What follows belongs to an exercise in optimizing a design on an open flow for small area, a short achievable clock period and few clock cycles; a production flow would make more cautious choices.
Function was checked by simulation only, so behaviour that the tests miss may differ from the original.

## job 5810
==> flow/design.v (excerpt) <==
module life_top (
    input  logic               clk,
    input  logic               reset_n,
    input  logic               preset_load,
    input  ctrl_pkg::preset_e  preset_sel,
    input  logic               step,
    input  logic               host_wr,
    input  life_pkg::row_idx_t host_row,
    input  life_pkg::row_t     host_data,
    output logic               busy,
    input  life_pkg::row_idx_t rd_row,
    output life_pkg::row_t     rd_data
);
Settings: LEC_CHECK=0, CAP_MARGIN=20, CORE_MARGIN=2, CORE_UTILIZATION=40, GPL_ROUTABILITY_DRIVEN=1, PLACE_DENSITY=0.46, SETUP_SLACK_MARGIN=5, SLEW_MARGIN=20, SYNTH_HIERARCHICAL=1, SYNTH_MINIMUM_KEEP_SIZE=0; clock period 8.0 ns.
standard.sh (not shown) runs the stock make flow with config.mk's settings and CLKGATE_MAP_FILE= SYNTH_SCRIPT=/design/flow/synth_recipe.tcl, a recipe that flattens the netlist after the stock synthesis.
==> flow/flow/run.sh <==
#!/bin/bash
# The standard layout (standard.sh), with two changes to how it is made:
# the ports are buffered with buf_4 cells (the default picks a clock delay
# buffer), and timing repair may change a cell's footprint. make's full
# output goes to standard.log; ORFS keeps each step's log under orfs/logs.
set -euo pipefail
bash standard.sh \
  "BUFFER_PORTS_ARGS=-buffer_cell sky130_fd_sc_hd__buf_4" \
  "MATCH_CELL_FOOTPRINT=0" \
  finish > standard.log 2>&1
Job 5810 went all the way through the flow, and no timing, DRC or antenna check failed.
Testbench counts of job 5810, summed over its fixed seeds: cycles 1,408.
Here is what was changed in the inputs of job 6406 compared with job 5810.
==> flow/flow/run.sh <==
#!/bin/bash
# The standard layout (standard.sh), with these changes to how it is made:
# the ports are buffered with buf_4 cells (the default picks a clock delay
# buffer); timing repair may change a cell's footprint; the command pins and
# busy are placed side by side (flow/io.tcl); clock tree synthesis clusters
# up to 30 registers per leaf buffer and adds no dummy loads. make's full
# output goes to standard.log; ORFS keeps each step's log under orfs/logs.
set -euo pipefail
bash standard.sh \
  "BUFFER_PORTS_ARGS=-buffer_cell sky130_fd_sc_hd__buf_4" \
  "MATCH_CELL_FOOTPRINT=0" \
  "IO_CONSTRAINTS=$PWD/flow/io.tcl" \
  "PRE_IO_PLACEMENT_TCL=$PWD/flow/io.tcl" \
  "CTS_ARGS=-sink_clustering_enable -repair_clock_nets -dont_use_dummy_load -sink_clustering_size 30 -sink_clustering_max_diameter 100" \
  finish > standard.log 2>&1
==> flow/flow/io.tcl (new file) <==
# Keep the command inputs and the busy output together on one edge, so the
# busy register (whose input comes from these inputs) sits next to its pin.
set_io_pin_constraint -group -order -pin_names {preset_load step host_wr busy}
## What came out
Number of rows created at floorplan: job 6406 vs job 5810 identical. Comparing job 5810 against job 6406, there is no change at all in total standard cell area after synthesis. 3_2_place_iop: job 6406 exited with error. On post-synthesis instance total, job 6406 and job 5810 are basically level.
Relative to job 6406, the following input files were edited for job 4846:
# job 6406
export LEC_CHECK = 0
export CAP_MARGIN = 20
export CORE_MARGIN = 2
export CORE_UTILIZATION = 40
export GPL_ROUTABILITY_DRIVEN = 1
export PLACE_DENSITY = 0.46
export SETUP_SLACK_MARGIN = 5
export SLEW_MARGIN = 20
export SYNTH_HIERARCHICAL = 1
export SYNTH_MINIMUM_KEEP_SIZE = 0
create_clock -name core_clock -period 8.0 [get_ports {clk}]
# job 4846
export LEC_CHECK = 0
export CAP_MARGIN = 20
export CORE_MARGIN = 2
export CORE_UTILIZATION = 45
export GPL_ROUTABILITY_DRIVEN = 1
export PLACE_DENSITY = 0.55
export SETUP_SLACK_MARGIN = 5
export SLEW_MARGIN = 20
export SYNTH_HIERARCHICAL = 1
export SYNTH_MINIMUM_KEEP_SIZE = 0
create_clock -name core_clock -period 8.0 [get_ports {clk}]
--- a/flow/flow/run.sh
+++ b/flow/flow/run.sh
@@ -5,3 +5,3 @@
 # busy are placed side by side (flow/io.tcl); clock tree synthesis clusters
-# up to 30 registers per leaf buffer and adds no dummy loads. make's full
+# up to 24 registers per leaf buffer and adds no dummy loads. make's full
 # output goes to standard.log; ORFS keeps each step's log under orfs/logs.
@@ -12,4 +12,3 @@
   "IO_CONSTRAINTS=$PWD/flow/io.tcl" \
-  "PRE_IO_PLACEMENT_TCL=$PWD/flow/io.tcl" \
-  "CTS_ARGS=-sink_clustering_enable -repair_clock_nets -dont_use_dummy_load -sink_clustering_size 30 -sink_clustering_max_diameter 100" \
+  "CTS_ARGS=-sink_clustering_enable -repair_clock_nets -dont_use_dummy_load -sink_clustering_size 24 -sink_clustering_max_diameter 80" \
   finish > standard.log 2>&1
==> summary.txt <==
- Initial core utilization, job 6406 and job 4846: smaller value in job 6406
- Area after synthesis came out exactly the same in job 6406 and job 4846.
- Job 4846 vs. job 6406: width of the die went down by 5.7%.
- The height of the chip reported for job 4846 is smaller than that of job 6406 by about 6%.
- Re number of rows created at floorplan: job 4846 is about 5.6% down on job 6406.
- Job 4846 did not stop at any stage, and its layout met the timing, DRC and antenna checks.
> inputs changed (job 4846 -> job 9997)
# job 4846
export LEC_CHECK = 0
export CAP_MARGIN = 20
export CORE_MARGIN = 2
export CORE_UTILIZATION = 45
export GPL_ROUTABILITY_DRIVEN = 1
export PLACE_DENSITY = 0.55
export SETUP_SLACK_MARGIN = 5
export SLEW_MARGIN = 20
export SYNTH_HIERARCHICAL = 1
export SYNTH_MINIMUM_KEEP_SIZE = 0
create_clock -name core_clock -period 8.0 [get_ports {clk}]
# job 9997
export LEC_CHECK = 0
export CAP_MARGIN = 20
export CORE_MARGIN = 2
export CORE_UTILIZATION = 40
export GPL_ROUTABILITY_DRIVEN = 1
export PLACE_DENSITY = 0.46
export SETUP_SLACK_MARGIN = 5
export SLEW_MARGIN = 20
export SYNTH_HIERARCHICAL = 1
export SYNTH_MINIMUM_KEEP_SIZE = 0
create_clock -name core_clock -period 8.0 [get_ports {clk}]
--- a/flow/flow/run.sh
+++ b/flow/flow/run.sh
@@ -5,3 +5,3 @@
 # busy are placed side by side (flow/io.tcl); clock tree synthesis clusters
-# up to 24 registers per leaf buffer and adds no dummy loads. make's full
+# up to 30 registers per leaf buffer and adds no dummy loads. make's full
 # output goes to standard.log; ORFS keeps each step's log under orfs/logs.
@@ -12,3 +12,3 @@
   "IO_CONSTRAINTS=$PWD/flow/io.tcl" \
-  "CTS_ARGS=-sink_clustering_enable -repair_clock_nets -dont_use_dummy_load -sink_clustering_size 24 -sink_clustering_max_diameter 80" \
+  "CTS_ARGS=-sink_clustering_enable -repair_clock_nets -dont_use_dummy_load -sink_clustering_size 30 -sink_clustering_max_diameter 100" \
   finish > standard.log 2>&1
- Job 9997 went all the way through the flow, and no timing, DRC or antenna check failed.
- In job 9997 relative to job 4846, wire length of the first global-routing pass had gone up by a few percent.
- Cmp job 4846 and job 9997 / clock network contribution to total cell area / higher: job 4846
- Job 9997 gives more worst-margin pin slew than job 4846 did.
Input-level comparison between job 7234 and job 9997:
# job 9997
export LEC_CHECK = 0
export CAP_MARGIN = 20
export CORE_MARGIN = 2
export CORE_UTILIZATION = 40
export GPL_ROUTABILITY_DRIVEN = 1
export PLACE_DENSITY = 0.46
export SETUP_SLACK_MARGIN = 5
export SLEW_MARGIN = 20
export SYNTH_HIERARCHICAL = 1
export SYNTH_MINIMUM_KEEP_SIZE = 0
create_clock -name core_clock -period 8.0 [get_ports {clk}]
# job 7234
export LEC_CHECK = 0
export CAP_MARGIN = 20
export CORE_MARGIN = 2
export CORE_UTILIZATION = 40
export CTS_BUF_LIST = sky130_fd_sc_hd__clkbuf_8
export CTS_CLUSTER_DIAMETER = 50
export CTS_CLUSTER_SIZE = 20
export GPL_ROUTABILITY_DRIVEN = 1
export PLACE_DENSITY = 0.46
export SETUP_SLACK_MARGIN = 5
export SLEW_MARGIN = 20
export SYNTH_HIERARCHICAL = 1
export SYNTH_MINIMUM_KEEP_SIZE = 0
create_clock -name core_clock -period 8.0 [get_ports {clk}]
==> flow/run.sh (new file) <==
#!/bin/bash
# synth_recipe.tcl (not shown) runs the flow's synth.tcl, then flattens the netlist and writes it again
# the make line also repeats each setting of config.mk as NAME=value (left out here)
make -C /OpenROAD-flow-scripts/flow DESIGN_CONFIG=/design/flow/config.mk WORK_HOME=/design/flow/orfs CLKGATE_MAP_FILE= SYNTH_SCRIPT=/design/flow/synth_recipe.tcl finish
removed: flow/flow/run.sh
removed: flow/flow/io.tcl
removed: flow/standard.sh
Job 9997 -> job 7234: detailed-routed wire length on met2 increased slightly. Compare job 7234 and job 9997 | final area higher: job 7234. Job 7234 against job 9997: core utilization now larger; multi-input combinational cell area comparable.

## port drivers added, routing unchanged
How much do the figures lean on ideal ports? The routed layouts below were timed once more, with nothing changed but the port constraints.
Step 1 sets driving cells, clkbuf_16 on the clock port and buf_2 on the other inputs (assumed; they add their load-dependent delay and slew).
Step 2 moves the port delays by t, midway between the first and last clock arrival at a register: inputs arrive t later, outputs are due t later. That takes back most of the time a late clock gives input paths.
Three values: ideal ports, drivers, drivers and shift; two values: the first two.
| run | shift t [ns] | setup slack, ns | clock arrival spread, ns | slew at the worst register clock pin (ns) |
|---|---|---|---|---|
| job 5810 | 0.943 | 4.755 / 4.661 / 3.847 | 0.035 / 0.034 | 0.07 / 0.07 |
| job 4846 | 0.861 | 4.702 / 4.723 / 3.862 | 0.084 / 0.083 | 0.10 / 0.10 |
| job 9997 | 0.847 | 4.826 / 4.728 / 3.881 | 0.089 / 0.089 | 0.12 / 0.12 |
| job 7234 | 1.139 | 4.567 / 4.468 / 3.755 | 0.075 / 0.075 | 0.10 / 0.10 |
After both steps setup and hold are still met in every run listed. For job 9997, which loses most, drivers alone change the setup slack by -0.098 ns; drivers and shift together by -0.945 ns.
